Background: an optimization exercise with open tools, aiming at small area, a short achievable clock period and few clock cycles. Do not read the settings as production practice.
Where RTL was checked, it was by simulation tests only, not by an equivalence proof against the original.
Function not checked in runs 1 and 2: the RTL went through the layout flow alone.

==> flow/design.v, too long to show whole: its modules and the start of the top module <==
// module serial_config_rx: 35 lines
// module mandel_engine: 144 lines
// module mandel_tree_x: 209 lines
// module mandel_tree_y: 192 lines
// module mandel_tree_e: 167 lines
// module mandel_render_top: 36 lines
module mandel_render_top #(
    parameter int IMG_W = 8,
    parameter int IMG_H = 6
) (
    input  logic                                 clk,
    input  logic                                 reset,
    input  logic                                 cfg_sen,
    input  logic                                 cfg_sclk,
    input  logic                                 cfg_sdata,
    output logic                                 pixel_valid,
    output logic [mandel_fixed_pkg::PIX_WIDTH-1:0] pixel_count,
    output logic                                 frame_done,
    output logic                                 busy
);
  // ...
==> flow/run.sh <==
#!/bin/bash
# synth_recipe.tcl (not shown) runs the flow's synth.tcl, then flattens the netlist and writes it again
# the make line also repeats each setting of config.mk as NAME=value (left out here)
make -C /OpenROAD-flow-scripts/flow DESIGN_CONFIG=/design/flow/config.mk WORK_HOME=/design/flow/orfs CLKGATE_MAP_FILE= SYNTH_SCRIPT=/design/flow/synth_recipe.tcl finish
==> flow/config.mk <==
export PLATFORM = sky130hd
export DESIGN_NAME = mandel_render_top
export DESIGN_NICKNAME = mandel_render_top
export VERILOG_FILES = /design/flow/design.v
export SDC_FILE = /design/flow/constraint.sdc
export NUM_CORES = 4
export LEC_CHECK = 0
export CAP_MARGIN = 20
export CORE_MARGIN = 2
export CORE_UTILIZATION = 40
export SETUP_SLACK_MARGIN = 5
export SLEW_MARGIN = 20
==> flow/constraint.sdc <==
create_clock -name core_clock -period 9.0 [get_ports {clk}]
set_input_delay 1.8000 -clock core_clock [delete_from_list [all_inputs] [get_ports {clk}]]
set_output_delay 1.8000 -clock core_clock [all_outputs]
set_load 0.01 [all_outputs]
==> summary.md, run 1 <==
| Metric | Value |
|---|---|
| CTS buffer count | `25` |
| Biggest regs | `u_engine.xr2 x43, u_engine.er2 x34, u_rx.shreg x33` |
| H-tree depth | `1` |
| Register share of the cell area | `29.59%` |
| Die ar. | `38150 sq um` |
| Area of the multi-input gates | `8867 sq um` |
| Worst r2r src | `u_engine.er2[2][8]` |
| CP Capture Type | `flip-flop` |
| Fillers | `3327` |
| Fin nets | `1663` |
| Status | `finished clean` |
| Antenna violations before repair | `0` |
| I/O Buffers | `11` |
| Post-synth EDFFs | `33` |
| Wire length per cell | `17.31 microns` |
| Clock Sink Count | `222` |
| Critical path capture point | `u_engine.pixel_count[2]` |
| Root buf cell | `clkbuf_16` |
| Placed cell areas | `15280 sq um` |
| DRT Pass-1 Iters | `6` |
| Number of non-clock buffers | `29` |
| Signal buf overhead | `1.520%` |
| Max transition margin | `34.76%` |
| Clock skew | `0.01547 ns` |
| GRT busiest layer | `met2` |
| Worst slack, placed | `4.800 ns` |
| Hold Path Class | `flip-flop to flip-flop` |
| Yosys warns | `11` |
| Diode count | `0` |
| Clock buffers | `40` |
==> run 2: changes to the inputs <==
==> flow/flow/run.sh (new file) <==
#!/bin/bash
set -euo pipefail
bash standard.sh finish SETUP_SLACK_MARGIN=6.3 > standard_flow.log 2>&1
==> flow/standard.sh (new file) <==
#!/bin/bash
# synth_recipe.tcl (not shown) runs the flow's synth.tcl, then flattens the netlist and writes it again
# the make line also repeats each setting of config.mk as NAME=value (left out here)
make -C /OpenROAD-flow-scripts/flow DESIGN_CONFIG=/design/flow/config.mk WORK_HOME=/design/flow/orfs CLKGATE_MAP_FILE= SYNTH_SCRIPT=/design/flow/synth_recipe.tcl "${@:-finish}"
--- a/flow/config.mk
+++ b/flow/config.mk
@@ -8,5 +8,4 @@
 export CAP_MARGIN = 20
 export CORE_MARGIN = 2
 export CORE_UTILIZATION = 40
-export SETUP_SLACK_MARGIN = 5
 export SLEW_MARGIN = 20
removed: flow/run.sh
==> run 2 against run 1 <==
  * Sequential share of layout area shrank 3.3 points
  * Sequential cell count is the same
  * First-iteration DRC count grew 38%
  * Still clean on timing, DRC and antenna
  * Non-clock buffer count grew 119
  * Cell area grew 14%
  * Critical path depth grew 1
  * Critical endpoint unchanged
  * Highest routed layer is now met5
  * Worst setup slack gained 0.32 ns
==> summary.md, run 2 <==
| Metric | Value |
|---|---|
| Status | `finished clean (unchanged)` |
| Yosys warns | `11 (unchanged)` |
| Worst-Margin Slew | `0.7481 ns (was 0.9773 ns)` |
| Remaining DRCs | `0 (unchanged)` |
| Post-synthesis cell count | `1325 (unchanged)` |
| Top cell type's share of synthesized area | `30.76% (unchanged)` |
| CP cell instances | `fa_1 -> ha_4 -> a21oi_2 -> buf_4 -> a21o_1 -> a31o_1 -> nand3_1 -> or3b_4 -> or3_4 -> mux4_2 -> mux2_4 (was fa_1 -> ha_1 -> a21o_1 -> a21o_1 -> a21oi_1 -> a21oi_1 -> or3b_1 -> or3_1 -> mux4_2 -> mux2_2)` |
| Die ar. | `38150 sq um (unchanged)` |
| Post-synth EDFFs | `33 (unchanged)` |
| Wire length per cell | `18.30 microns (was 17.31 microns)` |
| Post-DRT Antenna Nets | `0 (unchanged)` |
| Fillers | `3153 (was 3327)` |
| Worst path bufs/invs | `1 (was 0)` |
| Max FFs per register | `43 (unchanged)` |
| Critical-path top delay cell | `fa_1 (was or3_1)` |
| CTS tree | `yes (unchanged)` |
| WL final | `35.55 mm (was 31.54 mm)` |
| Synth top area cells | `fa_1, dfxtp_1, ha_1 (unchanged)` |
| Rows | `70 (unchanged)` |
| Sequential fraction of the synthesis area | `32.61% (unchanged)` |
| Simple-Gate Fraction of Synth Area | `11.01% (unchanged)` |
| Most common cell in the synthesized netlist | `fa_1 (unchanged)` |
| Biggest register | `u_engine.xr2 (unchanged)` |
| DRT Pass-1 Iters | `5 (was 6)` |
| Post-synth ARST share | `0% (unchanged)` |
| Largest family of logic cells by synthesized area | `adder cells (unchanged)` |
| Root buf cell | `clkbuf_16 (unchanged)` |
| Fin Setup TNS | `0 ns (unchanged)` |
| Mapped Nets | `1652 (unchanged)` |
| Clk Latency, worst-skew pair | `0.53 ns (was 0.55 ns)` |
| Hold Path Class | `flip-flop to flip-flop (unchanged)` |
| Final setup vio count | `0 (unchanged)` |
| #FFs+latches synth | `222 (unchanged)` |
| H-tree depth | `1 (unchanged)` |
| CORE AREA | `36350 sq um (unchanged)` |
| Placed cell areas | `15360 sq um (was 15280 sq um)` |
| Clock skew | `0.009039 ns (was 0.01547 ns)` |
| Main synth FF type | `dfxtp_1 (unchanged)` |
| Die X | `195.3 microns (unchanged)` |
| CP delay by family, top | `simple AND/OR/NAND/NOR gates (unchanged)` |
| Die Y | `195.3 microns (unchanged)` |
| First-pass GRT wire length | `55.70 mm (was 51.21 mm)` |
| XOR/XNOR Fraction of Synth Area | `3.401% (unchanged)` |
| Maximum clock frequency | `0.2932 GHz (was 0.2683 GHz)` |
| Reg clk slew, reported paths | `0.06 ns (about the same)` |
| Req. time, crit path | `9.42 ns (was 9.43 ns)` |
| Clk buf depth | `3 (unchanged)` |
| Antenna violations before repair | `2 (was 0)` |
| CP Class | `flip-flop to flip-flop (unchanged)` |
| I/O Buffers | `11 (unchanged)` |
| Synth cell types | `52 (unchanged)` |
| Fin nets | `1782 (was 1663)` |
| FF-to-FF End | `u_engine.pixel_count[2] (unchanged)` |
| Crit path depth | `11 (was 10)` |
| Vias in the first global route | `10260 (was 9501)` |
| Adder-Cell Fraction of Synth Area | `39.05% (unchanged)` |
| Synth Cell Area | `14640 sq um (unchanged)` |
| DR iter-0 viols | `422 (was 305)` |
| Remaining global-route overflow | `0 (unchanged)` |
| Largest net degree at the start of global routing | `34 (unchanged)` |
| CTS buffer count | `25 (unchanged)` |
| Via count | `9500 (was 8724)` |
| Post-Layout Inst Area | `18420 sq um (was 16140 sq um)` |
| Mapped Avg Cell Area | `11.05 sq um (unchanged)` |
| Max transition margin | `49.66% (was 34.76%)` |
| R2R Setup Slk | `5.59 ns (was 5.27 ns)` |
| Biggest regs | `u_engine.xr2 x43, u_engine.er2 x34, u_rx.shreg x33 (unchanged)` |
| RSZ-0062 raised after global routing | `yes (was no)` |
| Area Growth Syn to Fin | `25.82% (was 10.20%)` |
| Layout cells sized above 1 | `28.02% (was 5.391%)` |
| Final Util | `50.68% (was 44.39%)` |
| Critical path capture point | `u_engine.pixel_count[2] (unchanged)` |
| Worst-path maximum fanout | `6 (was 11)` |
| Clock Sink Count | `222 (unchanged)` |
| Fin. Hold Viols | `0 (unchanged)` |
| # IOs | `12 (unchanged)` |
| Worst r2r src | `u_engine.er2[0][2] (was u_engine.er2[2][8])` |
| CP Capture Type | `flip-flop (unchanged)` |
| CP max stage delay | `0.51 ns (was 0.57 ns)` |
| CP arrival | `3.83 ns (was 4.16 ns)` |
| Most frequent cells in the layout | `inv_1, fa_1, dfxtp_1, nand2_1, ha_1 (was fa_1, inv_1, dfxtp_1, nand2_1, ha_1)` |
| Starting Density | `40.28% (unchanged)` |
| Most common cell after layout, fill and taps aside | `inv_1 (was fa_1)` |
| CP startpoint | `u_engine.er2[0][2] (was u_engine.er2[2][8])` |
| Via/cell ratio | `4.889 (was 4.788)` |
| Total GRT Usage | `19.10% (was 17.28%)` |
| Final Critical Period | `3.410 ns (was 3.727 ns)` |
| Mux share of post-synthesis cell area | `2.811% (unchanged)` |
| Routability cong. | `0.7814 (was 0.8201)` |
| R2R cell count | `11 (was 10)` |
| Final Cycle Share | `37.89% (was 41.41%)` |
| Compound-Gate Fraction of Synth Area | `4.085% (unchanged)` |
| Synth area leader | `fa_1 (unchanged)` |
| Startpoint types | `flip-flop (unchanged)` |
| Post-DP HPWL | `22.06 mm (was 23.36 mm)` |
| Final Max Slew Viols | `0 (unchanged)` |
| Most frequent cells after synthesis | `fa_1, inv_1, dfxtp_1 (unchanged)` |
| Max_cap viols | `0 (unchanged)` |
## run 2: layer usage
layer / part of all wire, % / vias up / global-route usage [%]
li1: - / 4380 / -
met1: 40 / 4803 / 24.22
met2: 51 / 250 / 33.20
met3: 6.5 / 65 / 3.713
met4: 2.9 / 2 / 5.570
met5: 0.025 / - / 0
## run 2: layout make-up
| class | count | area, sq um | share of cell area (%) |
|---|---|---|---|
| clock inverters | 9 | 77.57 | 0.4211 |
| multi-input cells | 835 | 9590 | 52.06 |
| repair buffers | 148 | 1678 | 9.108 |
| inverters | 223 | 862.1 | 4.680 |
| clock buffers | 37 | 774.5 | 4.204 |
| well taps | 468 | 585.6 | 3.179 |
| diodes | 1 | 2.502 | 0.01358 |
| flip-flops and latches | 222 | 4851 | 26.33 |
## run 2: worst register-to-register path, cell delays in order, from the launching register on
cell and delay, ns:
dfxtp_2 0.32, fa_1 0.51, ha_4 0.30, a21oi_2 0.06
buf_4 0.13, a21o_1 0.15, a31o_1 0.24, nand3_1 0.07
or3b_4 0.41, or3_4 0.39, mux4_2 0.46, mux2_4 0.28
## run 2: worst min path at each step
stage | from | end | slack (ns) | depth (start not counted)
after floorplan | u_engine.f1 | u_engine.f2 | 0.31 | 0
final | u_engine.k1[6] | u_engine.k2[6] | 0.32 | 0
after global routing | u_engine.f1 | u_engine.f2 | 0.33 | 0
after global placement | u_engine.k1[2] | u_engine.k2[2] | 0.31 | 0
after CTS | u_engine.k1[0] | u_engine.k2[0] | 0.33 | 0
after detailed placement | u_engine.k1[2] | u_engine.k2[2] | 0.31 | 0
## run 2: cell families after synthesis
kind of cell	after synthesis
and+or+nand+nor	329
muxes	32
adders and majority gates	322
xor gates and xnor gates	56
buffers and inverters	268
DFF	222
AOI/OAI and AO/OA	96
## run 2: what timing repair did
item,CTS,global route
gates cloned,6,0
hold buffers,0,0
setup endpoints to repair,135,102
buffers inserted,92,31
gates resized for setup,251,74
pin swaps,90,63
hold endpoints to repair,0,0
## run 2: per-stage QoR
step / setup WS, ns / std cells / hold WS, ns
5_1_grt: 5.516 / 1942 / 0.3312
3_5_place_dp: 5.227 / 1766 / 0.3136
2_1_floorplan: 5.775 / 1325 / 0.3096
6_report: 5.590 / 1943 / 0.3230
3_3_place_gp: 5.269 / 1766 / 0.3116
4_1_cts: 5.624 / 1910 / 0.3269
==> module mandel_engine, before the edit <==
module mandel_engine (
    input  logic                 clk,
    input  logic                 reset,
    input  mandel_cfg_pkg::cfg_t cfg,
    input  logic                 start,
    output logic                 pixel_valid,
    output logic [3:0]           pixel_count,
    output logic                 frame_done,
    output logic                 busy
);
    logic       running;
    logic [5:0] nxt;      
    logic [5:0] emit;     
    logic       nxt_ok;   
    logic               v1, f1;
    logic [5:0]         p1;
    logic [6:0]         k1;
    logic [10:0]        zr1, zi1;
    logic               v2, f2;
    logic [5:0]         p2;
    logic [6:0]         k2;
    logic [10:0]        xr2 [4];
    logic               xcin2;
    logic [10:0]        yr2 [3];
    logic               ycin2;
    logic [11:0]        er2 [3];
    logic               ecin2;
    logic               ovf2;
    logic [5:0]  xsh, ysh;
    logic [18:0] xr [4];
    logic [17:0] yr [3];
    logic [19:0] er [3];
    logic        ovf;
    logic [8:0]  xlo, elo;
    logic [7:0]  ylo;
    assign xsh = 6'(p1[2:0]) << cfg.scaling;
    assign ysh = 6'(p1[5:3]) << cfg.scaling;
    assign ovf = (zr1[10] ^ zr1[9]) | (zi1[10] ^ zi1[9]);
    mandel_tree_x u_tx (.zr(zr1[9:0]), .zi(zi1[9:0]), .cr(cfg.cr_offset), .xs(xsh),
                        .row0(xr[0]), .row1(xr[1]), .row2(xr[2]), .row3(xr[3]));
    mandel_tree_y u_ty (.zr(zr1[9:0]), .zi(zi1[9:0]), .ci(cfg.ci_offset), .ys(ysh),
                        .row0(yr[0]), .row1(yr[1]), .row2(yr[2]));
    mandel_tree_e u_te (.zr(zr1[9:0]), .zi(zi1[9:0]), .row0(er[0]), .row1(er[1]), .row2(er[2]));
    assign xlo = {1'b0, xr[0][7:0]} + {1'b0, xr[1][7:0]};
    assign ylo = {1'b0, yr[0][6:0]} + {1'b0, yr[1][6:0]};
    assign elo = {1'b0, er[0][7:0]} + {1'b0, er[1][7:0]};
    always_ff @(posedge clk) begin
        for (int i = 0; i < 4; i++) xr2[i] <= xr[i][18:8];
        for (int i = 0; i < 3; i++) yr2[i] <= yr[i][17:7];
        for (int i = 0; i < 3; i++) er2[i] <= er[i][19:8];
        ovf2  <= ovf;
        xcin2 <= xlo[8];
        ycin2 <= ylo[7];
        ecin2 <= elo[8];
        f2    <= f1;
        p2    <= p1;
        k2    <= k1;
    end
    logic [10:0] zr_n, zi_n;
    logic [11:0] mag;
    logic        esc, lim0, lim1, stop, fin, out_now, last;
    logic [6:0]  k_inc, cnt;
    logic [10:0] xt_s, xt_c, xu_s, xu_c, yu_s, yu_c;
    logic [11:0] eu_s, eu_c;
    assign xt_s = xr2[0] ^ xr2[1] ^ xr2[2];
    assign xt_c = {(xr2[0][9:0] & xr2[1][9:0]) | (xr2[0][9:0] & xr2[2][9:0]) | (xr2[1][9:0] & xr2[2][9:0]), 1'b0};
    assign xu_s = xt_s ^ xt_c ^ xr2[3];
    assign xu_c = {(xt_s[9:0] & xt_c[9:0]) | (xt_s[9:0] & xr2[3][9:0]) | (xt_c[9:0] & xr2[3][9:0]), xcin2};
    assign yu_s = yr2[0] ^ yr2[1] ^ yr2[2];
    assign yu_c = {(yr2[0][9:0] & yr2[1][9:0]) | (yr2[0][9:0] & yr2[2][9:0]) | (yr2[1][9:0] & yr2[2][9:0]), ycin2};
    assign eu_s = er2[0] ^ er2[1] ^ er2[2];
    assign eu_c = {(er2[0][10:0] & er2[1][10:0]) | (er2[0][10:0] & er2[2][10:0]) | (er2[1][10:0] & er2[2][10:0]), ecin2};
    assign zr_n  = xu_s + xu_c;
    assign zi_n  = yu_s + yu_c;
    assign mag   = eu_s + eu_c;
    assign esc   = ovf2 || (mag[11:10] != 2'd0);
    assign k_inc = k2 + 7'd1;
    assign lim0  = (k2 == cfg.max_ctr);
    assign lim1  = (k_inc == cfg.max_ctr);
    assign stop  = esc || lim0 || lim1;
    assign fin   = f2 || stop;
    assign cnt   = (f2 || esc || lim0) ? k2 : k_inc;
    logic [3:0] cnt_sel;
    assign cnt_sel = (lim1 && !f2 && !lim0 && !esc) ? cfg.max_ctr[cfg.ctr_select +: 4]
                                                    : k2[cfg.ctr_select +: 4];
    assign out_now = v2 && fin && (p2 == emit);
    assign last  = (p2 == 6'd47);
    assign nxt_ok = (nxt != 6'd48);
    logic take;    
    assign take = running && nxt_ok && (!v2 || out_now);
    always_ff @(posedge clk) begin
        if (reset) begin
            running     <= 1'b0;
            busy        <= 1'b0;
            pixel_valid <= 1'b0;
            frame_done  <= 1'b0;
            v1          <= 1'b0;
            v2          <= 1'b0;
        end else begin
            v2          <= v1;
            pixel_valid <= 1'b0;
            frame_done  <= 1'b0;
            if (start) begin
                running <= 1'b1;
                busy    <= 1'b1;
                v1      <= 1'b0;
                v2      <= 1'b0;
            end else begin
                if (out_now) begin
                    pixel_valid <= 1'b1;
                    frame_done  <= last;
                    if (last) begin
                        running <= 1'b0;
                        busy    <= 1'b0;
                    end
                end
                v1 <= take || (v2 && !out_now);
            end
        end
    end
    always_ff @(posedge clk) begin
        if (start) begin
            nxt  <= '0;
            emit <= '0;
        end else begin
            if (take)    nxt  <= nxt + 6'd1;
            if (out_now) emit <= emit + 6'd1;
        end
        pixel_count <= cnt_sel;
        if (take) begin
            p1  <= nxt;
            f1  <= 1'b0;
            k1  <= '0;
            zr1 <= '0;
            zi1 <= '0;
        end else begin
            p1  <= p2;
            f1  <= fin;
            k1  <= fin ? cnt : k_inc;
            zr1 <= zr_n;
            zi1 <= zi_n;
        end
    end
endmodule
==> run 3: changes to the inputs <==
--- a/flow/design.v
+++ b/flow/design.v
@@ -76,15 +76,12 @@
     output logic                 frame_done,
     output logic                 busy
 );
-    logic       running;
-    logic [5:0] nxt;      
-    logic [5:0] emit;     
-    logic       nxt_ok;   
-    logic               v1, f1;
+    logic               start_d;   
+    logic               v1, f1, o1;
     logic [5:0]         p1;
     logic [6:0]         k1;
     logic [10:0]        zr1, zi1;
-    logic               v2, f2;
+    logic               v2, f2, o2;
     logic [5:0]         p2;
     logic [6:0]         k2;
     logic [10:0]        xr2 [4];
@@ -94,16 +91,16 @@
     logic [11:0]        er2 [3];
     logic               ecin2;
     logic               ovf2;
-    logic [5:0]  xsh, ysh;
     logic [18:0] xr [4];
+    logic [5:0]  xsh, ysh;
     logic [17:0] yr [3];
     logic [19:0] er [3];
-    logic        ovf;
     logic [8:0]  xlo, elo;
     logic [7:0]  ylo;
+    logic        ovf;
+    assign ovf = (zr1[10] ^ zr1[9]) | (zi1[10] ^ zi1[9]);
     assign xsh = 6'(p1[2:0]) << cfg.scaling;
     assign ysh = 6'(p1[5:3]) << cfg.scaling;
-    assign ovf = (zr1[10] ^ zr1[9]) | (zi1[10] ^ zi1[9]);
     mandel_tree_x u_tx (.zr(zr1[9:0]), .zi(zi1[9:0]), .cr(cfg.cr_offset), .xs(xsh),
                         .row0(xr[0]), .row1(xr[1]), .row2(xr[2]), .row3(xr[3]));
     mandel_tree_y u_ty (.zr(zr1[9:0]), .zi(zi1[9:0]), .ci(cfg.ci_offset), .ys(ysh),
@@ -116,18 +113,19 @@
         for (int i = 0; i < 4; i++) xr2[i] <= xr[i][18:8];
         for (int i = 0; i < 3; i++) yr2[i] <= yr[i][17:7];
         for (int i = 0; i < 3; i++) er2[i] <= er[i][19:8];
-        ovf2  <= ovf;
         xcin2 <= xlo[8];
         ycin2 <= ylo[7];
         ecin2 <= elo[8];
+        ovf2  <= ovf;
         f2    <= f1;
         p2    <= p1;
         k2    <= k1;
     end
     logic [10:0] zr_n, zi_n;
     logic [11:0] mag;
-    logic        esc, lim0, lim1, stop, fin, out_now, last;
+    logic        esc, lim0, lim1, stop, fin, out_now, last, take;
     logic [6:0]  k_inc, cnt;
+    logic [5:0]  p_new;
     logic [10:0] xt_s, xt_c, xu_s, xu_c, yu_s, yu_c;
     logic [11:0] eu_s, eu_c;
     assign xt_s = xr2[0] ^ xr2[1] ^ xr2[2];
@@ -148,61 +146,57 @@
     assign stop  = esc || lim0 || lim1;
     assign fin   = f2 || stop;
     assign cnt   = (f2 || esc || lim0) ? k2 : k_inc;
-    logic [3:0] cnt_sel;
-    assign cnt_sel = (lim1 && !f2 && !lim0 && !esc) ? cfg.max_ctr[cfg.ctr_select +: 4]
-                                                    : k2[cfg.ctr_select +: 4];
-    assign out_now = v2 && fin && (p2 == emit);
+    assign out_now = v2 && fin && o2;
     assign last  = (p2 == 6'd47);
-    assign nxt_ok = (nxt != 6'd48);
-    logic take;    
-    assign take = running && nxt_ok && (!v2 || out_now);
+    assign take  = start_d || (out_now && (p2 < 6'd46));
+    assign p_new = start_d ? 6'd1 : p2 + 6'd2;
+    logic [3:0] cnt_sel, k_sel, nesc_sel;
+    assign k_sel    = k2[cfg.ctr_select +: 4];
+    assign nesc_sel = (lim1 && !f2 && !lim0) ? cfg.max_ctr[cfg.ctr_select +: 4] : k_sel;
+    assign cnt_sel  = esc ? k_sel : nesc_sel;
     always_ff @(posedge clk) begin
         if (reset) begin
-            running     <= 1'b0;
             busy        <= 1'b0;
             pixel_valid <= 1'b0;
             frame_done  <= 1'b0;
+            start_d     <= 1'b0;
             v1          <= 1'b0;
             v2          <= 1'b0;
         end else begin
-            v2          <= v1;
-            pixel_valid <= 1'b0;
-            frame_done  <= 1'b0;
+            start_d     <= start;
+            pixel_valid <= out_now;
+            frame_done  <= out_now && last;
             if (start) begin
-                running <= 1'b1;
-                busy    <= 1'b1;
-                v1      <= 1'b0;
-                v2      <= 1'b0;
+                busy <= 1'b1;
+                v1   <= 1'b1;
+                v2   <= 1'b0;
             end else begin
-                if (out_now) begin
-                    pixel_valid <= 1'b1;
-                    frame_done  <= last;
-                    if (last) begin
-                        running <= 1'b0;
-                        busy    <= 1'b0;
-                    end
-                end
+                if (out_now && last) busy <= 1'b0;
                 v1 <= take || (v2 && !out_now);
+                v2 <= v1;
             end
         end
     end
     always_ff @(posedge clk) begin
-        if (start) begin
-            nxt  <= '0;
-            emit <= '0;
-        end else begin
-            if (take)    nxt  <= nxt + 6'd1;
-            if (out_now) emit <= emit + 6'd1;
-        end
         pixel_count <= cnt_sel;
-        if (take) begin
-            p1  <= nxt;
+        o2 <= o1 || out_now;
+        if (start) begin
+            p1  <= '0;
+            o1  <= 1'b1;
+            f1  <= 1'b0;
+            k1  <= '0;
+            zr1 <= '0;
+            zi1 <= '0;
+        end else if (take) begin
+            p1  <= p_new;
+            o1  <= 1'b0;
             f1  <= 1'b0;
             k1  <= '0;
             zr1 <= '0;
             zi1 <= '0;
         end else begin
             p1  <= p2;
+            o1  <= o2 && !out_now;
             f1  <= fin;
             k1  <= fin ? cnt : k_inc;
             zr1 <= zr_n;
==> flow/run.sh (new file) <==
#!/bin/bash
# synth_recipe.tcl (not shown) runs the flow's synth.tcl, then flattens the netlist and writes it again
# the make line also repeats each setting of config.mk as NAME=value (left out here)
make -C /OpenROAD-flow-scripts/flow DESIGN_CONFIG=/design/flow/config.mk WORK_HOME=/design/flow/orfs CLKGATE_MAP_FILE= SYNTH_SCRIPT=/design/flow/synth_recipe.tcl finish
--- a/flow/config.mk
+++ b/flow/config.mk
@@ -8,4 +8,5 @@
 export CAP_MARGIN = 20
 export CORE_MARGIN = 2
 export CORE_UTILIZATION = 40
+export SETUP_SLACK_MARGIN = 5
 export SLEW_MARGIN = 20
removed: flow/flow/run.sh
removed: flow/standard.sh
==> run 3 against run 2 <==
  * Routed wire length shrank 14%
  * Register-to-register slack worse by 0.45 ns
  * First-iteration DRC count down 3.3%
  * Sequential share of layout area rose by 2.6 points
  * Non-clock buffer count is 124 lower
  * Count of clock-buffer cells in the layout increased by 2
==> summary.md, run 3 <==
| Metric | Value |
|---|---|
| Yosys warns | `11 (unchanged)` |
| #FFs+latches synth | `213 (was 222)` |
| Top cell type's share of synthesized area | `31.40% (was 30.76%)` |
| Most frequent cells after synthesis | `fa_1, inv_1, dfxtp_1 (unchanged)` |
| RSZ-0062 raised after global routing | `no (was yes)` |
| Most frequent cells in the layout | `fa_1, inv_1, dfxtp_1, nand2_1, ha_1 (was inv_1, fa_1, dfxtp_1, nand2_1, ha_1)` |
| Post-synthesis cell count | `1277 (was 1325)` |
| CORE AREA | `35480 sq um (was 36350 sq um)` |
| Layout cells sized above 1 | `6.600% (was 28.02%)` |
| Mapped Nets | `1602 (was 1652)` |
| Fillers | `3276 (was 3153)` |
| Worst r2r src | `u_engine.zr1[3] (was u_engine.er2[0][2])` |
| PnR worst setup slack | `5.137 ns (was 5.590 ns)` |
| Synth cell types | `59 (was 52)` |
| Fin Setup TNS | `0 ns (unchanged)` |
| # IOs | `12 (unchanged)` |
| Maximum clock frequency | `0.2589 GHz (was 0.2932 GHz)` |
| Reg clk slew, reported paths | `0.06 ns (about the same)` |
| Clk buf depth | `3 (unchanged)` |
| Die Y | `193.4 microns (was 195.3 microns)` |
| R2R cell count | `12 (was 11)` |
| Synth Cell Area | `14350 sq um (was 14640 sq um)` |
| H-tree depth | `1 (unchanged)` |
| Max transition margin | `32.03% (was 49.66%)` |
| Routability cong. | `0.8076 (was 0.7814)` |
| Post-DP HPWL | `22.75 mm (was 22.06 mm)` |
| Final Cycle Share | `42.92% (was 37.89%)` |
| Startpoint types | `flip-flop (unchanged)` |
| Root buf cell | `clkbuf_16 (unchanged)` |
| Synth area leader | `fa_1 (unchanged)` |
| Largest net degree at the start of global routing | `34 (unchanged)` |
| Sequential fraction of the synthesis area | `32.03% (was 32.61%)` |
| Final Max Slew Viols | `0 (unchanged)` |
| Wire length per cell | `17.42 microns (was 18.30 microns)` |
| Hold endpoint | `u_engine.f2 (was u_engine.k2[6])` |
| Antenna violations before repair | `0 (was 2)` |
| Fin nets | `1609 (was 1782)` |
| Diode count | `0 (was 1)` |
| Worst slack, placed | `5.179 ns (was 5.227 ns)` |
| Post-synth EDFFs | `33 (unchanged)` |
| Status | `finished clean (unchanged)` |
| Req. time, crit path | `9.44 ns (was 9.42 ns)` |
| CP Class | `flip-flop to flip-flop (unchanged)` |
| DR iter-0 viols | `408 (was 422)` |
| I/O Buffers | `11 (unchanged)` |
| # Post-CTS Setup Buffers | `0 (was 92)` |
| Most common cell in the synthesized netlist | `fa_1 (unchanged)` |
| CTS tree | `yes (unchanged)` |
| Biggest regs | `u_engine.xr2 x43, u_engine.er2 x34, u_rx.shreg x33 (unchanged)` |
| Worst Hold Depth | `0 (unchanged)` |
| Synth top area cells | `fa_1, dfxtp_1, ha_1 (unchanged)` |
| Biggest register | `u_engine.xr2 (unchanged)` |
| Min-delay src | `u_engine.f1 (was u_engine.k1[6])` |
| Die X | `193.4 microns (was 195.3 microns)` |
| Die ar. | `37400 sq um (was 38150 sq um)` |
| Fin. Hold Viols | `0 (unchanged)` |
| Starting Density | `40.43% (was 40.28%)` |
| FF-to-FF End | `u_engine.xcin2 (was u_engine.pixel_count[2])` |
| Hold Path Class | `flip-flop to flip-flop (unchanged)` |
| Total GRT Usage | `17.09% (was 19.10%)` |
| First-pass GRT wire length | `50.95 mm (was 55.70 mm)` |
| Most common cell after layout, fill and taps aside | `fa_1 (was inv_1)` |
| Max FFs per register | `43 (unchanged)` |
| Mapped Avg Cell Area | `11.23 sq um (was 11.05 sq um)` |
| R2R Setup Slk | `5.14 ns (was 5.59 ns)` |
| Via count | `8612 (was 9500)` |
| Final Critical Period | `3.863 ns (was 3.410 ns)` |
| Post-DRT Antenna Nets | `0 (unchanged)` |
| Area Growth Syn to Fin | `10.67% (was 25.82%)` |
| CP Capture Type | `flip-flop (unchanged)` |
| Final setup vio count | `0 (unchanged)` |
| CP arrival | `4.30 ns (was 3.83 ns)` |
| Clock skew | `0.01651 ns (was 0.009039 ns)` |
| Via/cell ratio | `4.882 (was 4.889)` |
| Main synth FF type | `dfxtp_1 (unchanged)` |
| Remaining DRCs | `0 (unchanged)` |
| WL final | `30.73 mm (was 35.55 mm)` |
| DRT Pass-1 Iters | `4 (was 5)` |
| Rows | `69 (was 70)` |
| Clk Latency, worst-skew pair | `0.55 ns (was 0.53 ns)` |
| Max_cap viols | `0 (unchanged)` |
| Remaining global-route overflow | `0 (unchanged)` |
| Clock Sink Count | `213 (was 222)` |
| CTS buffer count | `25 (unchanged)` |
| Worst-Margin Slew | `1.018 ns (was 0.7481 ns)` |
| Post-synth ARST share | `0% (unchanged)` |
| Worst-path maximum fanout | `12 (was 6)` |
| Vias in the first global route | `9622 (was 10260)` |
==> run 3: changes by cell type after synthesis, moves of 5 or more <==
cell | before | now
a211oi_1 | 2 | 8
a21oi_1 | 35 | 20
clkbuf_1 | 40 | 35
dfxtp_1 | 189 | 180
nand2_1 | 121 | 114
nand4_1 | 8 | 1
nor2_1 | 51 | 37
nor2b_1 | 16 | 8
nor3_1 | 13 | 22
or3_1 | 6 | 12
xnor2_1 | 36 | 30
xor2_1 | 19 | 14
==> run 3: cells by family (layout without fill, tap and decap cells) <==
kind of cell / Yosys count / after routing / synth area share, %
AO/OA/AOI/OAI: 95 / 95 / 4.762
buffers and inverters: 267 / 293 / 7.134
adder cells (fa/ha/maj): 320 / 320 / 39.68
flip-flops: 213 / 213 / 32.03
multiplexers: 26 / 26 / 2.617
AND/OR/NAND/NOR: 310 / 310 / 10.82
XOR/XNOR: 46 / 46 / 2.957
==> run 3: repair_timing <==
action | in CTS | in global routing
hold buffers | 0 | 0
resized for setup | 0 | 1
endpoints found under the setup margin | 0 | 1
==> run 3: worst max-delay path: stages (launching register included) <==
cell and delay (ns):
dfxtp_1 0.75, clkinvlp_4 0.47, nor2_1 0.19, ha_1 0.26
xnor2_1 0.26, inv_1 0.10, fa_1 0.43, inv_1 0.09
fa_1 0.42, ha_1 0.29, a21o_1 0.15, a21o_1 0.17
a21o_1 0.17
==> run 3: cell type report <==
class / instances / area, sq um / area share, %
clock buffers: 39 / 802.0 / 5.052
flip-flops and latches: 213 / 4594 / 28.94
well taps: 461 / 576.8 / 3.633
inverters: 223 / 840.8 / 5.296
multi-input cells: 797 / 8736 / 55.02
repair buffers: 24 / 247.7 / 1.560
clock inverters: 7 / 78.83 / 0.4965
==> run 3: layer usage <==
metal  track usage, %  up-vias  share of wire [%]
li1                 -     3978                  -
met1            22.30     4419                 44
met2            29.83      163                 49
met3            2.563       52                4.2
met4            4.241        0                2.6
met5                0        -                  0
==> run 3: worst max-delay path by stage <==
stage / depth (start not counted) / startpoint / end
2_1_floorplan: 11 / u_engine.zr1[5] / u_engine.xcin2
3_3_place_gp: 8 / u_engine.zr1[7] / u_engine.xr2[1][0]
3_5_place_dp: 12 / u_engine.zr1[3] / u_engine.xcin2
4_1_cts: 12 / u_engine.zr1[3] / u_engine.xcin2
5_1_grt: 12 / u_engine.zr1[3] / u_engine.xcin2
6_report: 12 / u_engine.zr1[3] / u_engine.xcin2
==> run 3: metrics by stage <==
stage	std cells	instance area (sq um)	utilization, %	hold slack, ns
6_report	1764	15880	44.74	0.3260
5_1_grt	1764	15880	44.74	0.3307
4_1_cts	1762	15820	44.58	0.3273
3_5_place_dp	1716	14940	42.10	0.3144
3_3_place_gp	1716	14940	42.10	0.3105
2_1_floorplan	1277	14350	-	0.3096
Testbench counts of run 3, summed over its fixed seeds: cycles 220,512.
==> run 4: changes to the inputs <==
==> flow/flow/run.sh (new file) <==
#!/bin/bash
set -euo pipefail
bash standard.sh finish SETUP_SLACK_MARGIN=6.0 > standard_flow.log 2>&1
==> flow/standard.sh (new file) <==
#!/bin/bash
# synth_recipe.tcl (not shown) runs the flow's synth.tcl, then flattens the netlist and writes it again
# the make line also repeats each setting of config.mk as NAME=value (left out here)
make -C /OpenROAD-flow-scripts/flow DESIGN_CONFIG=/design/flow/config.mk WORK_HOME=/design/flow/orfs CLKGATE_MAP_FILE= SYNTH_SCRIPT=/design/flow/synth_recipe.tcl "${@:-finish}"
--- a/flow/config.mk
+++ b/flow/config.mk
@@ -8,5 +8,4 @@
 export CAP_MARGIN = 20
 export CORE_MARGIN = 2
 export CORE_UTILIZATION = 40
-export SETUP_SLACK_MARGIN = 5
 export SLEW_MARGIN = 20
removed: flow/run.sh
==> run 4 against run 3 <==
  * Utilization up 1.6 points
  * Sequential cell count did not move
  * Still clean on timing, DRC and antenna
  * Worst setup slack better by 0.87 ns
  * Critical endpoint is now u_engine.er2[1][5]
  * Maximum frequency grew 29%
  * Cell area up 3.6%
  * Highest routed layer unchanged
  * Final cell count is 2.1% higher
==> summary.md, run 4 <==
| Metric | Value |
|---|---|
| Rows | `69 (unchanged)` |
| Clock skew | `0.02796 ns (was 0.01651 ns)` |
| Post-synth EDFFs | `33 (unchanged)` |
| Mapped Nets | `1602 (unchanged)` |
| Sequential fraction of the synthesis area | `32.03% (unchanged)` |
| Remaining DRCs | `0 (unchanged)` |
| CTS Hold Bufs | `0 (unchanged)` |
| Post-Layout Inst Area | `16440 sq um (was 15880 sq um)` |
| Startpoint types | `flip-flop (unchanged)` |
| Synth cell types | `59 (unchanged)` |
| Clock Sink Count | `213 (unchanged)` |
| Largest family of logic cells by synthesized area | `adder cells (unchanged)` |
| Fin Setup TNS | `0 ns (unchanged)` |
| Starting Density | `40.43% (unchanged)` |
| Via/cell ratio | `4.904 (was 4.882)` |
| Main synth FF type | `dfxtp_1 (unchanged)` |
| Mux share of post-synthesis cell area | `2.616% (unchanged)` |
| Total GRT Usage | `17.37% (was 17.09%)` |
| CP Class | `flip-flop to flip-flop (unchanged)` |
| Die ar. | `37400 sq um (unchanged)` |
| Fin nets | `1646 (was 1609)` |
| Reg clk slew, reported paths | `0.06 ns (about the same)` |
| Biggest register | `u_engine.xr2 (unchanged)` |
| Synth area leader | `fa_1 (unchanged)` |
| I/O Buffers | `11 (unchanged)` |
| Max transition margin | `46.91% (was 32.03%)` |
| Most frequent cells in the layout | `fa_1, inv_1, dfxtp_1, nand2_1, ha_1 (unchanged)` |
| FF-to-FF End | `u_engine.er2[1][5] (was u_engine.xcin2)` |
| Simple-Gate Fraction of Synth Area | `10.82% (unchanged)` |
| Routability cong. | `0.8190 (was 0.8076)` |
| XOR/XNOR Fraction of Synth Area | `2.957% (unchanged)` |
| Most common cell in the synthesized netlist | `fa_1 (unchanged)` |
| DR iter-0 viols | `440 (was 408)` |
| Max FFs per register | `43 (unchanged)` |
| Maximum clock frequency | `0.3347 GHz (was 0.2589 GHz)` |
| CP arrival | `3.40 ns (was 4.30 ns)` |
| Diode count | `0 (unchanged)` |
| Vias in the first global route | `9506 (was 9622)` |
| Die X | `193.4 microns (unchanged)` |
| Worst Hold Depth | `0 (unchanged)` |
| Post-synth ARST share | `0% (unchanged)` |
| Final setup vio count | `0 (unchanged)` |
| CTS buffer count | `25 (unchanged)` |
| Final Cycle Share | `33.20% (was 42.92%)` |
| Largest net degree at the start of global routing | `34 (unchanged)` |
| Req. time, crit path | `9.41 ns (was 9.44 ns)` |
| Fin. Hold Viols | `0 (unchanged)` |
| # IOs | `12 (unchanged)` |
| Post-DRT Antenna Nets | `0 (unchanged)` |
| Layout cells sized above 1 | `13.06% (was 6.600%)` |
| Root buf cell | `clkbuf_16 (unchanged)` |
| Via count | `8833 (was 8612)` |
| #FFs+latches synth | `213 (unchanged)` |
| Worst r2r src | `u_engine.zr1[2] (was u_engine.zr1[3])` |
| R2R cell count | `8 (was 12)` |
| Clk Latency, worst-skew pair | `0.55 ns (about the same)` |
| Hold endpoint | `u_engine.k2[6] (was u_engine.f2)` |
| Remaining global-route overflow | `0 (unchanged)` |
| Most frequent cells after synthesis | `fa_1, inv_1, dfxtp_1 (unchanged)` |
| CORE AREA | `35480 sq um (unchanged)` |
| H-tree depth | `1 (unchanged)` |
| Post-DP HPWL | `23.01 mm (was 22.75 mm)` |
| Critical-path top delay cell | `fa_1 (was dfxtp_1)` |
| Synth Cell Area | `14350 sq um (unchanged)` |
| Wire length per cell | `17.94 microns (was 17.42 microns)` |
| Synth top area cells | `fa_1, dfxtp_1, ha_1 (unchanged)` |
| Post-synthesis cell count | `1277 (unchanged)` |
| Adder-Cell Fraction of Synth Area | `39.68% (unchanged)` |
| First-pass GRT wire length | `51.31 mm (was 50.95 mm)` |
| Area Growth Syn to Fin | `14.62% (was 10.67%)` |
| Final Max Slew Viols | `0 (unchanged)` |
| CTS tree | `yes (unchanged)` |
| Hold Path Class | `flip-flop to flip-flop (unchanged)` |
| Final Critical Period | `2.988 ns (was 3.863 ns)` |
| Biggest regs | `u_engine.xr2 x43, u_engine.er2 x34, u_rx.shreg x33 (unchanged)` |
| Die Y | `193.4 microns (unchanged)` |
| Most common cell after layout, fill and taps aside | `fa_1 (unchanged)` |
| Antenna violations before repair | `0 (unchanged)` |
| CP cell instances | `buf_4 -> nand2_1 -> fa_1 -> inv_1 -> fa_1 -> inv_1 -> fa_1 -> fa_1 (was clkinvlp_4 -> nor2_1 -> ha_1 -> xnor2_1 -> inv_1 -> fa_1 -> inv_1 -> fa_1 -> ha_1 -> a21o_1 -> a21o_1 -> a21o_1)` |
| Min-delay src | `u_engine.k1[6] (was u_engine.f1)` |
| CP max stage delay | `0.54 ns (was 0.75 ns)` |
| Final Util | `46.34% (was 44.74%)` |
| Clk buf depth | `3 (unchanged)` |
| DRT Pass-1 Iters | `5 (was 4)` |
| Most frequent CP cell | `fa_1 (was a21o_1)` |
| Yosys warns | `11 (unchanged)` |
| WL final | `32.31 mm (was 30.73 mm)` |
| CP Capture Type | `flip-flop (unchanged)` |
| RSZ-0062 raised after global routing | `yes (was no)` |
| Max_cap viols | `0 (unchanged)` |
| Worst-Margin Slew | `0.7946 ns (was 1.018 ns)` |
| Compound-Gate Fraction of Synth Area | `4.762% (unchanged)` |
| Top cell type's share of synthesized area | `31.40% (unchanged)` |
| Worst-path maximum fanout | `12 (unchanged)` |
| R2R Setup Slk | `6.01 ns (was 5.14 ns)` |
| Mapped Avg Cell Area | `11.23 sq um (unchanged)` |
| Placed cell areas | `14940 sq um (about the same)` |
| Status | `finished clean (unchanged)` |
==> run 4: cell counts after synthesis <==
No cell type changed its count.
==> run 4: kinds of logic (layout without fill, tap and decap cells) <==
family | Yosys count | count (layout)
AOI/OAI and AO/OA | 95 | 95
and+or+nand+nor | 310 | 310
xor gates and xnor gates | 46 | 46
adders and majority gates | 320 | 320
DFF | 213 | 213
buffers and inverters | 267 | 330
muxes | 26 | 26
==> run 4: timing repair <==
action | CTS | global route
resized for setup | 56 | 50
endpoints found under the setup margin | 103 | 48
pin swaps | 6 | 28
cloned | 0 | 1
buffers inserted | 4 | 33
hold endpoints to repair | 0 | 0
==> run 4: worst max-delay path: cells and delay by family, from the launching register on <==
kind	cells	cell delay, ns
adders and majority gates	4	1.95
buffers and inverters	3	0.37
DFF	1	0.44
and+or+nand+nor	1	0.10
==> run 4: how the worst max path moves through the flow <==
stage	cells after the start	slack, ns	start	end
after detailed placement	12	4.97	u_engine.zr1[3]	u_engine.xcin2
final	8	6.01	u_engine.zr1[2]	u_engine.er2[1][5]
after global routing	12	5.91	u_engine.zr1[0]	u_engine.xcin2
after global placement	12	5.05	u_engine.zr1[3]	u_engine.xcin2
after floorplan	11	5.95	u_engine.zr1[5]	u_engine.xcin2
after CTS	12	5.82	u_engine.zr1[0]	u_engine.xcin2
==> run 4: area by class of cell <==
type                    count  area, sq um
clock inverters            17        150.1
multi-input cells         797         8892
flip-flops and latches    213         4639
clock buffers              29        681.9
repair buffers             61        641.9
fillers                  3273        19040
inverters                 223        860.8
well taps                 461        576.8
==> run 4: per-layer routing <==
metal	global-route usage, %	routed length [microns]	share of wire [%]	vias to the layer above
met3	2.354	1387	4.3	58
li1	-	-	-	4065
met1	22.95	13740	43	4540
met4	3.789	741	2.3	0
met5	0	0	0	-
met2	30.44	16440	51	170
==> run 4: per-stage QoR <==
| step | hold slack (ns) | worst slack, ns | instances |
|---|---|---|---|
| after floorplan | 0.3096 | 5.948 | 1277 |
| after global placement | 0.3100 | 5.047 | 1716 |
| after detailed placement | 0.3136 | 4.974 | 1716 |
| after CTS | 0.3281 | 5.818 | 1766 |
| after global routing | 0.3320 | 5.906 | 1801 |
| final | 0.3259 | 6.012 | 1801 |
==> run 5: changes to the inputs <==
==> flow/flow/run.sh (replaced) <==
#!/bin/bash
set -euo pipefail
bash standard.sh finish SETUP_SLACK_MARGIN=5.5 > standard_flow.log 2>&1
==> run 5 against run 4 <==
  * Register-to-register slack lost 0.48 ns
  * First-iteration DRC count grew 3.0%
  * Area after synthesis is the same
  * Die area is the same
  * Routed wire length shrank 3.1%
  * Critical endpoint is now u_engine.xcin2
  * Largest cell class unchanged
  * Non-clock buffer count shrank 37
==> summary.md, run 5 <==
| Metric | Value |
|---|---|
| Hold Path Class | `flip-flop to flip-flop (unchanged)` |
| Total GRT Usage | `17.33% (was 17.37%)` |
| #FFs+latches synth | `213 (unchanged)` |
| CP arrival | `3.90 ns (was 3.40 ns)` |
| Antenna violations before repair | `0 (unchanged)` |
| Remaining DRCs | `0 (unchanged)` |
| Synth top area cells | `fa_1, dfxtp_1, ha_1 (unchanged)` |
| Synth cell types | `59 (unchanged)` |
| Max FFs per register | `43 (unchanged)` |
| Final Max Slew Viols | `0 (unchanged)` |
| CP Capture Type | `flip-flop (unchanged)` |
| Sequential fraction of the synthesis area | `32.03% (unchanged)` |
| Rows | `69 (unchanged)` |
| Wire length per cell | `17.73 microns (was 17.94 microns)` |
| Root buf cell | `clkbuf_16 (unchanged)` |
| Routability cong. | `0.8076 (was 0.8190)` |
| Clk Latency, worst-skew pair | `0.55 ns (about the same)` |
| Die X | `193.4 microns (unchanged)` |
| Fin nets | `1610 (was 1646)` |
| Biggest register | `u_engine.xr2 (unchanged)` |
| Via count | `8640 (was 8833)` |
| Post-synthesis cell count | `1277 (unchanged)` |
| H-tree depth | `1 (unchanged)` |
| Final Util | `44.82% (was 46.34%)` |
| Vias in the first global route | `9643 (was 9506)` |
| Most frequent cells after synthesis | `fa_1, inv_1, dfxtp_1 (unchanged)` |
| Status | `finished clean (unchanged)` |
| CTS tree | `yes (unchanged)` |
| Final Critical Period | `3.463 ns (was 2.988 ns)` |
| RSZ-0062 raised after global routing | `yes (unchanged)` |
| Startpoint types | `flip-flop (unchanged)` |
| Main synth FF type | `dfxtp_1 (unchanged)` |
| Max transition margin | `37.49% (was 46.91%)` |
| Worst-path maximum fanout | `19 (was 12)` |
| Final setup vio count | `0 (unchanged)` |
| Reg clk slew, reported paths | `0.06 ns (about the same)` |
| Post-DP HPWL | `22.75 mm (was 23.01 mm)` |
| Req. time, crit path | `9.44 ns (was 9.41 ns)` |
| WL final | `31.30 mm (was 32.31 mm)` |
| CP Class | `flip-flop to flip-flop (unchanged)` |
| Maximum clock frequency | `0.2887 GHz (was 0.3347 GHz)` |
| CORE AREA | `35480 sq um (unchanged)` |
| Final Cycle Share | `38.48% (was 33.20%)` |
| Most common cell after layout, fill and taps aside | `fa_1 (unchanged)` |
| CTS Hold Bufs | `0 (unchanged)` |
| Diode count | `0 (unchanged)` |
| Die Y | `193.4 microns (unchanged)` |
| Mapped Avg Cell Area | `11.23 sq um (unchanged)` |
| Area Growth Syn to Fin | `10.85% (was 14.62%)` |
| First-pass GRT wire length | `51.45 mm (was 51.31 mm)` |
| Synth Cell Area | `14350 sq um (unchanged)` |
| DRT Pass-1 Iters | `5 (unchanged)` |
| Biggest regs | `u_engine.xr2 x43, u_engine.er2 x34, u_rx.shreg x33 (unchanged)` |
| Post-DRT Antenna Nets | `0 (unchanged)` |
| Layout cells sized above 1 | `7.592% (was 13.06%)` |
| Via/cell ratio | `4.895 (was 4.904)` |
| Yosys warns | `11 (unchanged)` |
| Mapped Nets | `1602 (unchanged)` |
| Clock skew | `0.01837 ns (was 0.02796 ns)` |
| Fin. Hold Viols | `0 (unchanged)` |
| Remaining global-route overflow | `0 (unchanged)` |
| CTS buffer count | `25 (unchanged)` |
| # IOs | `12 (unchanged)` |
| Starting Density | `40.43% (unchanged)` |
| Worst-Margin Slew | `0.9363 ns (was 0.7946 ns)` |
| Clock Sink Count | `213 (unchanged)` |
| Largest net degree at the start of global routing | `34 (unchanged)` |
| Fin Setup TNS | `0 ns (unchanged)` |
| I/O Buffers | `11 (unchanged)` |
| Fillers | `3278 (was 3273)` |
| Most common cell in the synthesized netlist | `fa_1 (unchanged)` |
| Post-synth EDFFs | `33 (unchanged)` |
| Die ar. | `37400 sq um (unchanged)` |
| Synth area leader | `fa_1 (unchanged)` |
| Post-synth ARST share | `0% (unchanged)` |
| Top cell type's share of synthesized area | `31.40% (unchanged)` |
| Clk buf depth | `3 (unchanged)` |
| DR iter-0 viols | `453 (was 440)` |
| Max_cap viols | `0 (unchanged)` |
| Most frequent cells in the layout | `fa_1, inv_1, dfxtp_1, nand2_1, ha_1 (unchanged)` |
-- run 5: kinds of logic after synthesis --
family	after synthesis	share of synthesized area (%)
multiplexers	26	2.617
adder cells (fa/ha/maj)	320	39.68
flip-flops	213	32.03
XOR/XNOR	46	2.957
AND/OR/NAND/NOR	310	10.82
AO/OA/AOI/OAI	95	4.762
buffers and inverters	267	7.134
-- run 5: area by class of cell --
cell class              count  area [sq um]  area share, %
flip-flops and latches    213          4606          28.96
clock inverters             7         78.83         0.4957
clock buffers              39         802.0          5.043
well taps                 461         576.8          3.627
repair buffers             24         240.2          1.511
multi-input cells         798          8760          55.08
inverters                 223         839.6          5.279
-- run 5: per-layer routing --
| metal | share of wire (%) | global-route usage [%] | vias to the layer above |
|---|---|---|---|
| met5 | 0 | 0 | - |
| met4 | 2.5 | 4.524 | 0 |
| met3 | 4.5 | 2.632 | 47 |
| met2 | 49 | 29.95 | 175 |
| met1 | 44 | 22.75 | 4433 |
| li1 | - | - | 3985 |
-- run 5: path summary, 6_finish.rpt --
| kind | start | end | slack (ns) | cells past startpoint |
|---|---|---|---|---|
| worst max-delay path | u_engine.zi1[3] | u_engine.xcin2 | 5.54 | 9 |
| worst min-delay path | u_engine.k1[4] | u_engine.k2[4] | 0.33 | 0 |
| worst max register to register | u_engine.zi1[3] | u_engine.xcin2 | 5.54 | 9 |
| worst min register to register | u_engine.k1[4] | u_engine.k2[4] | 0.33 | 0 |
-- run 5: stage by stage --
step | cells | cell area, sq um | worst slack [ns] | hold WS (ns)
5_1_grt | 1765 | 15900 | 5.406 | 0.3307
2_1_floorplan | 1277 | 14350 | 5.755 | 0.3096
3_5_place_dp | 1716 | 14940 | 5.179 | 0.3144
6_report | 1765 | 15900 | 5.537 | 0.3256
4_1_cts | 1763 | 15840 | 5.345 | 0.3273
3_3_place_gp | 1716 | 14940 | 5.214 | 0.3105
-- run 5: repair_timing --
item	CTS	global route
setup endpoints to repair	53	26
pin swaps	1	1
buffers inserted	0	1
cloned	1	0
resized for setup	4	10
-- run 5: critical path: stages (launching register included) --
cell,delay (ns)
dfxtp_1,0.93
and2_1,0.29
fa_1,0.44
fa_1,0.39
inv_1,0.09
fa_1,0.42
ha_1,0.29
a21o_1,0.15
a21o_1,0.17
a21o_1,0.17
==> run 6: changes to the inputs <==
==> flow/flow/run.sh (replaced) <==
#!/bin/bash
set -euo pipefail
R="$PWD/orfs/results/$FLOW_PLATFORM/mandel_render_top/base"
bash standard.sh "$R/1_2_yosys.v" > synth_make.log 2>&1
cp "$R/1_2_yosys.v" yosys_netlist_before_polarity.v
python3 flow/polarity.py "$R/1_2_yosys.v" > polarity.log 2>&1
bash standard.sh finish SETUP_SLACK_MARGIN=6.0 > layout_make.log 2>&1
==> flow/flow/polarity.py (new file) <==
#!/usr/bin/env python3
"""Remove inverters around full adders in a flat Yosys netlist.

A full adder is self-dual: FA(~a, ~b, ~c) = (~sum, ~cout). Yosys's extract_fa
leaves many inverters between chained sky130 full adders. This pass collapses
every inverter chain into a polarity on its source net, chooses for each full
adder whether it computes the true or the complemented function (greedy local
search on the area of the inverters needed), may swap a gate for its
complemented twin (and2 <-> nand2, ...) when that saves an inverter, and then
puts back at most one inverter per source net that still needs its complement.

Only combinational inverters and full adders change; registers, ports and all
other cells keep their names and connections.

usage: polarity.py NETLIST.v [OUT.v]   (in place without OUT.v)
"""
import re
import sys
from collections import defaultdict

INV_RE = re.compile(r'^sky130_fd_sc_hd__(inv|clkinv)_\d+$')
FA_RE = re.compile(r'^sky130_fd_sc_hd__fa_\d+$')
OUT_PINS = {'X', 'Y', 'Q', 'Q_N', 'SUM', 'COUT', 'HI', 'LO'}
INV_AREA = 3.7536

# Gates with a complemented twin on the same input pins: (true, complement, area, area)
TWINS = [('and2_1', 'nand2_1', 6.256, 3.7536), ('or2_1', 'nor2_1', 6.256, 3.7536),
         ('xor2_1', 'xnor2_1', 8.7584, 8.7584), ('a21o_1', 'a21oi_1', 7.5072, 5.0048),
         ('o21a_1', 'o21ai_1', 7.5072, 5.0048), ('o21a_1', 'o21ai_0', 7.5072, 5.0048),
         ('and3_1', 'nand3_1', 6.256, 5.0048), ('or3_1', 'nor3_1', 6.256, 5.0048),
         ('a22o_1', 'a22oi_1', 8.7584, 7.5072), ('mux2_1', 'mux2i_1', 11.2608, 10.0096),
         ('o22a_1', 'o22ai_1', 8.7584, 6.256), ('a211o_1', 'a211oi_1', 8.7584, 7.5072),
         ('o211a_1', 'o211ai_1', 10.0096, 7.5072), ('and4_1', 'nand4_1', 8.7584, 6.256),
         ('or4_1', 'nor4_1', 7.5072, 6.256), ('and2b_1', 'nand2b_1', 7.5072, 6.256),
         ('or2b_1', 'nor2b_1', 7.5072, 6.256), ('a31o_1', 'a31oi_1', 8.7584, 6.256),
         ('o31a_1', 'o31ai_1', 8.7584, 7.5072), ('a21bo_1', 'a21boi_0', 10.0096, 7.5072),
         ('o21ba_1', 'o21bai_1', 10.0096, 7.5072), ('and3b_1', 'nand3b_1', 8.7584, 7.5072),
         ('or3b_1', 'nor3b_1', 8.7584, 7.5072), ('a32o_1', 'a32oi_1', 10.0096, 8.7584)]
TWIN = {}
for t, c, at, ac in TWINS:
    TWIN.setdefault('sky130_fd_sc_hd__' + t, ('sky130_fd_sc_hd__' + c, 'Y', ac - at))
    TWIN.setdefault('sky130_fd_sc_hd__' + c, ('sky130_fd_sc_hd__' + t, 'X', at - ac))

CELL_RE = re.compile(r'^([ \t]*)(sky130_fd_sc_hd__\w+)\s+(\\\S+\s|[\w$]+)\s*\((.*?)\);\s*$',
                     re.S | re.M)
PIN_RE = re.compile(r'\.(\w+)\(([^()]*)\)')


def norm(net):
    return net.strip()


def main():
    src = sys.argv[1]
    dst = sys.argv[2] if len(sys.argv) > 2 else src
    text = open(src).read()

    cells = []   # dict(type, name, pins: list of (pin, net), span)
    for m in CELL_RE.finditer(text):
        pins = [(p, norm(n)) for p, n in PIN_RE.findall(m.group(4))]
        cells.append(dict(indent=m.group(1), type=m.group(2), name=m.group(3),
                          pins=pins, span=m.span()))

    header = text[:cells[0]['span'][0]] if cells else text
    ports = set()
    for m in re.finditer(r'^\s*(input|output|inout)\s+(\[[^\]]*\]\s*)?([^;]+);', header, re.M):
        for n in m.group(3).split(','):
            ports.add(n.strip())
    if re.search(r'^\s*assign\b', text, re.M):
        assigned = set(re.findall(r'\\\S+\s|[\w$]+', ' '.join(
            re.findall(r'^\s*assign\s+(.*?);', text, re.M))))
    else:
        assigned = set()

    def base(net):
        return re.sub(r'\[\d+\]$', '', net.strip())

    def fixed(net):
        b = base(net)
        return (b in ports or net in assigned or b in assigned or "'" in net
                or net.startswith('{'))

    driver = {}
    for i, c in enumerate(cells):
        for p, n in c['pins']:
            if p in OUT_PINS:
                driver[n] = (i, p)

    # Inverters that can be collapsed
    inv_of = {}   # output net -> input net
    collapsed = set()
    for i, c in enumerate(cells):
        if INV_RE.match(c['type']):
            pins = dict(c['pins'])
            a, y = pins.get('A'), pins.get('Y')
            if a is None or y is None or fixed(y) or a == 'clk':
                continue
            inv_of[y] = a
            collapsed.add(i)

    def root(net):
        q = 0
        seen = set()
        while net in inv_of and net not in seen:
            seen.add(net)
            net = inv_of[net]
            q ^= 1
        return net, q

    fa_idx = [i for i, c in enumerate(cells) if FA_RE.match(c['type'])
              or (c['type'] in TWIN and i not in collapsed
                  and not any(fixed(n) for p, n in c['pins'] if p in OUT_PINS))]
    fa_pos = {i: k for k, i in enumerate(fa_idx)}
    flip = [0] * len(fa_idx)

    # ph(root) = flip of the full adder driving it, else 0
    def ph(r):
        d = driver.get(r)
        if d is not None and d[0] in fa_pos:
            return flip[fa_pos[d[0]]]
        return 0

    # loads: list of (cell index, pin, root, q)
    loads = []
    loads_of_root = defaultdict(list)
    for i, c in enumerate(cells):
        if i in collapsed:
            continue
        for p, n in c['pins']:
            if p in OUT_PINS:
                continue
            r, q = root(n)
            loads.append((i, p, r, q))
            loads_of_root[r].append(len(loads) - 1)
    # ports and assigned nets driven through collapsed inverters cannot occur
    # (their inverters are kept), so every kept net has its loads listed.

    is_fa = [bool(FA_RE.match(cells[i]['type'])) for i in fa_idx]

    def need(li):
        i, p, r, q = loads[li]
        f = flip[fa_pos[i]] if i in fa_pos and is_fa[fa_pos[i]] else 0
        return q ^ f ^ ph(r)

    def swap_area(k):
        return 0.0 if is_fa[k] else (TWIN[cells[fa_idx[k]]['type']][2] if flip[k] else 0.0)

    def cost_root(r):
        return 1 if any(need(li) for li in loads_of_root[r]) else 0

    def cost_local(k, rs):
        return INV_AREA * sum(cost_root(r) for r in rs) + swap_area(k)

    def fa_roots(k):
        i = fa_idx[k]
        rs = set()
        for p, n in cells[i]['pins']:
            if p in OUT_PINS:
                rs.add(n)
            elif is_fa[k]:
                rs.add(root(n)[0])
        return rs

    before = sum(cost_root(r) for r in loads_of_root)
    improved = True
    passes = 0
    while improved and passes < 50:
        improved = False
        passes += 1
        for k in range(len(fa_idx)):
            rs = fa_roots(k)
            c0 = cost_local(k, rs)
            flip[k] ^= 1
            c1 = cost_local(k, rs)
            if c1 < c0 - 1e-9:
                improved = True
            else:
                flip[k] ^= 1
    after = sum(cost_root(r) for r in loads_of_root)

    # New inverters: one per root that needs a complement
    inv_net = {}
    new_cells = []
    for r in sorted(loads_of_root):
        if cost_root(r):
            nm = 'pol_' + re.sub(r'[^A-Za-z0-9_]', '_', r.strip('\\ ')) + '_n'
            while nm in inv_net.values():
                nm += '_'
            inv_net[r] = nm
            new_cells.append((r, nm))

    def conn(li):
        i, p, r, q = loads[li]
        return inv_net[r] if need(li) else r

    def fmt_net(n):
        return n + ' ' if n.startswith('\\') and not n.endswith(' ') else n

    # Rebuild cell texts
    load_at = {}
    for li, (i, p, r, q) in enumerate(loads):
        load_at[(i, p)] = li
    out = []
    pos = 0
    for i, c in enumerate(cells):
        s, e = c['span']
        out.append(text[pos:s])
        pos = e
        if i in collapsed:
            continue
        lines = []
        typ = c['type']
        swapped = i in fa_pos and not is_fa[fa_pos[i]] and flip[fa_pos[i]]
        if swapped:
            typ = TWIN[c['type']][0]
        for p, n in c['pins']:
            if p in OUT_PINS:
                nn = n
                if swapped:
                    p = TWIN[c['type']][1]
            else:
                nn = conn(load_at[(i, p)])
            lines.append('%s    .%s(%s)' % (c['indent'], p, fmt_net(nn)))
        out.append('%s%s %s (\n%s\n%s);\n' % (c['indent'], typ, c['name'].rstrip(),
                                            ',\n'.join(lines), c['indent']))
    tail = text[pos:]
    add = []
    for k, (r, nm) in enumerate(new_cells):
        add.append('  sky130_fd_sc_hd__inv_1 pol_inv_%d (\n    .A(%s),\n    .Y(%s)\n  );\n'
                   % (k, fmt_net(r), nm))
    endm = tail.rfind('endmodule')
    tail = tail[:endm] + ''.join(add) + tail[endm:]
    body = ''.join(out) + tail
    # declare the new nets after the module header's declarations
    decl = ''.join('  wire %s;\n' % nm for r, nm in new_cells)
    first = CELL_RE.search(body)
    body = body[:first.start()] + decl + body[first.start():]
    open(dst, 'w').write(body)
    nfa = sum(is_fa)
    print('polarity: %d full adders (%d flipped), %d twin gates (%d swapped), inverters %d -> %d'
          % (nfa, sum(f for f, a in zip(flip, is_fa) if a), len(fa_idx) - nfa,
             sum(f for f, a in zip(flip, is_fa) if not a), len(collapsed), after))


if __name__ == '__main__':
    main()
--- a/flow/config.mk
+++ b/flow/config.mk
@@ -7,5 +7,6 @@
 export LEC_CHECK = 0
 export CAP_MARGIN = 20
 export CORE_MARGIN = 2
-export CORE_UTILIZATION = 40
+export CORE_UTILIZATION = 65
+export PLACE_DENSITY = 0.75
 export SLEW_MARGIN = 20
==> run 6 against run 5 <==
  * Sequential cell count did not move
  * Synthesized cell count shrank 8.8%
  * Maximum frequency up 15%
  * Utilization up 30 points
  * Global-route usage increased by 11 points
  * Final cell count decreased by 16%
  * Clock skew shrank 0.0016 ns
  * Cell area decreased by 1.7%
  * Still clean
  * Die area shrank 39%
==> summary.md, run 6 <==
| Metric | Value |
|---|---|
| Status | `finished clean (unchanged)` |
| Fin Setup TNS | `0 ns (unchanged)` |
| Starting Density | `66.40% (was 40.43%)` |
| Layout cells sized above 1 | `12.99% (was 7.592%)` |
| Mapped Avg Cell Area | `11.99 sq um (was 11.23 sq um)` |
| Die ar. | `22660 sq um (was 37400 sq um)` |
| Most frequent cells in the layout | `fa_1, dfxtp_1, inv_1, nand2_1, ha_1 (was fa_1, inv_1, dfxtp_1, nand2_1, ha_1)` |
| Routability cong. | `0.8701 (was 0.8076)` |
| Biggest register | `u_engine.xr2 (unchanged)` |
| I/O Buffers | `11 (unchanged)` |
| Hold Path Class | `flip-flop to flip-flop (unchanged)` |
| Rows | `53 (was 69)` |
| Synth Cell Area | `13960 sq um (was 14350 sq um)` |
| Fin. Hold Viols | `0 (unchanged)` |
| Req. time, crit path | `9.45 ns (was 9.44 ns)` |
| R2R Setup Slk | `5.98 ns (was 5.54 ns)` |
| Final setup vio count | `0 (unchanged)` |
| CP Class | `flip-flop to flip-flop (unchanged)` |
| WL final | `30.25 mm (was 31.30 mm)` |
| Diode count | `0 (unchanged)` |
| CTS buffer count | `23 (was 25)` |
| Via/cell ratio | `5.716 (was 4.895)` |
| H-tree depth | `1 (unchanged)` |
| Post-DRT Antenna Nets | `0 (unchanged)` |
| Max transition margin | `27.15% (was 37.49%)` |
| Worst-path maximum fanout | `3 (was 19)` |
| Final Util | `74.33% (was 44.82%)` |
| # IOs | `12 (unchanged)` |
| Vias in the first global route | `9351 (was 9643)` |
| Clock skew | `0.01677 ns (was 0.01837 ns)` |
| DRT Pass-1 Iters | `5 (unchanged)` |
| Startpoint types | `flip-flop (unchanged)` |
| Area Growth Syn to Fin | `11.95% (was 10.85%)` |
| Most common cell after layout, fill and taps aside | `fa_1 (unchanged)` |
| DR iter-0 viols | `448 (was 453)` |
| Worst-Margin Slew | `1.090 ns (was 0.9363 ns)` |
| Mapped Nets | `1489 (was 1602)` |
| Max FFs per register | `43 (unchanged)` |
| Clk buf depth | `3 (unchanged)` |
| Total GRT Usage | `28.43% (was 17.33%)` |
| Biggest regs | `u_engine.xr2 x43, u_engine.er2 x34, u_rx.shreg x33 (unchanged)` |
| Die X | `150.5 microns (was 193.4 microns)` |
| Antenna violations before repair | `0 (unchanged)` |
## run 6: metal layers
metal  part of all wire [%]  vias to the layer above  track usage, %
met1                     39                     4361           35.66
met5                      0                        -               0
met4                    4.1                        0           10.24
met3                    6.3                       82           6.152
met2                     51                      269           48.84
li1                       -                     3811               -
## run 6: through the flow
stage	instances	area (sq um)	hold slack, ns	setup WS, ns
global route	1491	15630	0.3302	5.899
finish	1491	15630	0.3204	5.978
detailed placement	1411	14270	0.3132	5.402
global placement	1411	14270	0.3111	5.416
CTS	1477	15410	0.3214	5.974
floorplan	1164	13980	0.3096	5.953
## run 6: repair_timing
action,CTS,global route
pin swaps,8,23
setup buffers,23,14
gates cloned,1,0
setup endpoints to repair,104,60
hold buffers,0,0
resized for setup,60,25
## run 6: area by class of cell
type                    instances  area (sq um)
multi-input cells             798          8960
fillers                      1396          5395
flip-flops and latches        213          4653
clock buffers                  29         608.1
repair buffers                 53         460.4
inverters                     110         420.4
well taps                     275         344.1
clock inverters                13         180.2
## run 6: worst paths after layout
check | from | end | cells after the start
worst max register to register | u_engine.xr2[1][2] | u_engine.zr1[10] | 9
worst min register to register | u_engine.k1[2] | u_engine.k2[2] | 0
worst min-delay path | u_engine.k1[2] | u_engine.k2[2] | 0
worst max-delay path | u_engine.xr2[1][2] | u_engine.zr1[10] | 9
## run 6: critical path, cell delays in order, from the launching register on
cell      delay, ns
dfxtp_1        0.37
fa_1           0.47
fa_1           0.57
ha_2           0.32
nand2b_4       0.10
a21oi_4        0.06
o211ai_1       0.37
a21oi_2        0.14
or3_1          0.34
a211oi_2       0.21

port drivers added, routing unchanged:
The flow's constraints put no driver on any port. The routed layouts listed below were extracted and timed again, unchanged, in two steps.
Step 1: set_driving_cell puts a clkbuf_16 on clk and a buf_2 on each other input, an assumption about the parent block.
Step 2, shift: input delay + t, output delay - t, t = (earliest + latest rising clock arrival at the registers) / 2. This alone moves slack from input paths to output paths.
a / b / c = no drivers / after step 1 / after step 2; a / b = the first two.
run | t (ns) | setup slack, ns | worst hold slack (ns) | worst setup path at the end | worst slew at a driven data input, ns
run 1 | 0.590 | 5.273 / 5.273 / 5.273 | 0.324 / 0.324 / 0.324 | register to register | 0.03
run 2 | 0.573 | 5.590 / 5.590 / 5.590 | 0.323 / 0.323 / 0.323 | register to register | 0.03
run 3 | 0.586 | 5.137 / 5.137 / 5.137 | 0.326 / 0.326 / 0.326 | register to register | 0.03
run 4 | 0.583 | 6.012 / 6.012 / 6.012 | 0.326 / 0.326 / 0.326 | register to register | 0.03
run 5 | 0.589 | 5.537 / 5.537 / 5.537 | 0.326 / 0.326 / 0.326 | register to register | 0.03
run 6 | 0.577 | 5.978 / 5.978 / 5.978 | 0.320 / 0.320 / 0.320 | register to register | 0.03
After both steps setup and hold are still met in every run listed.
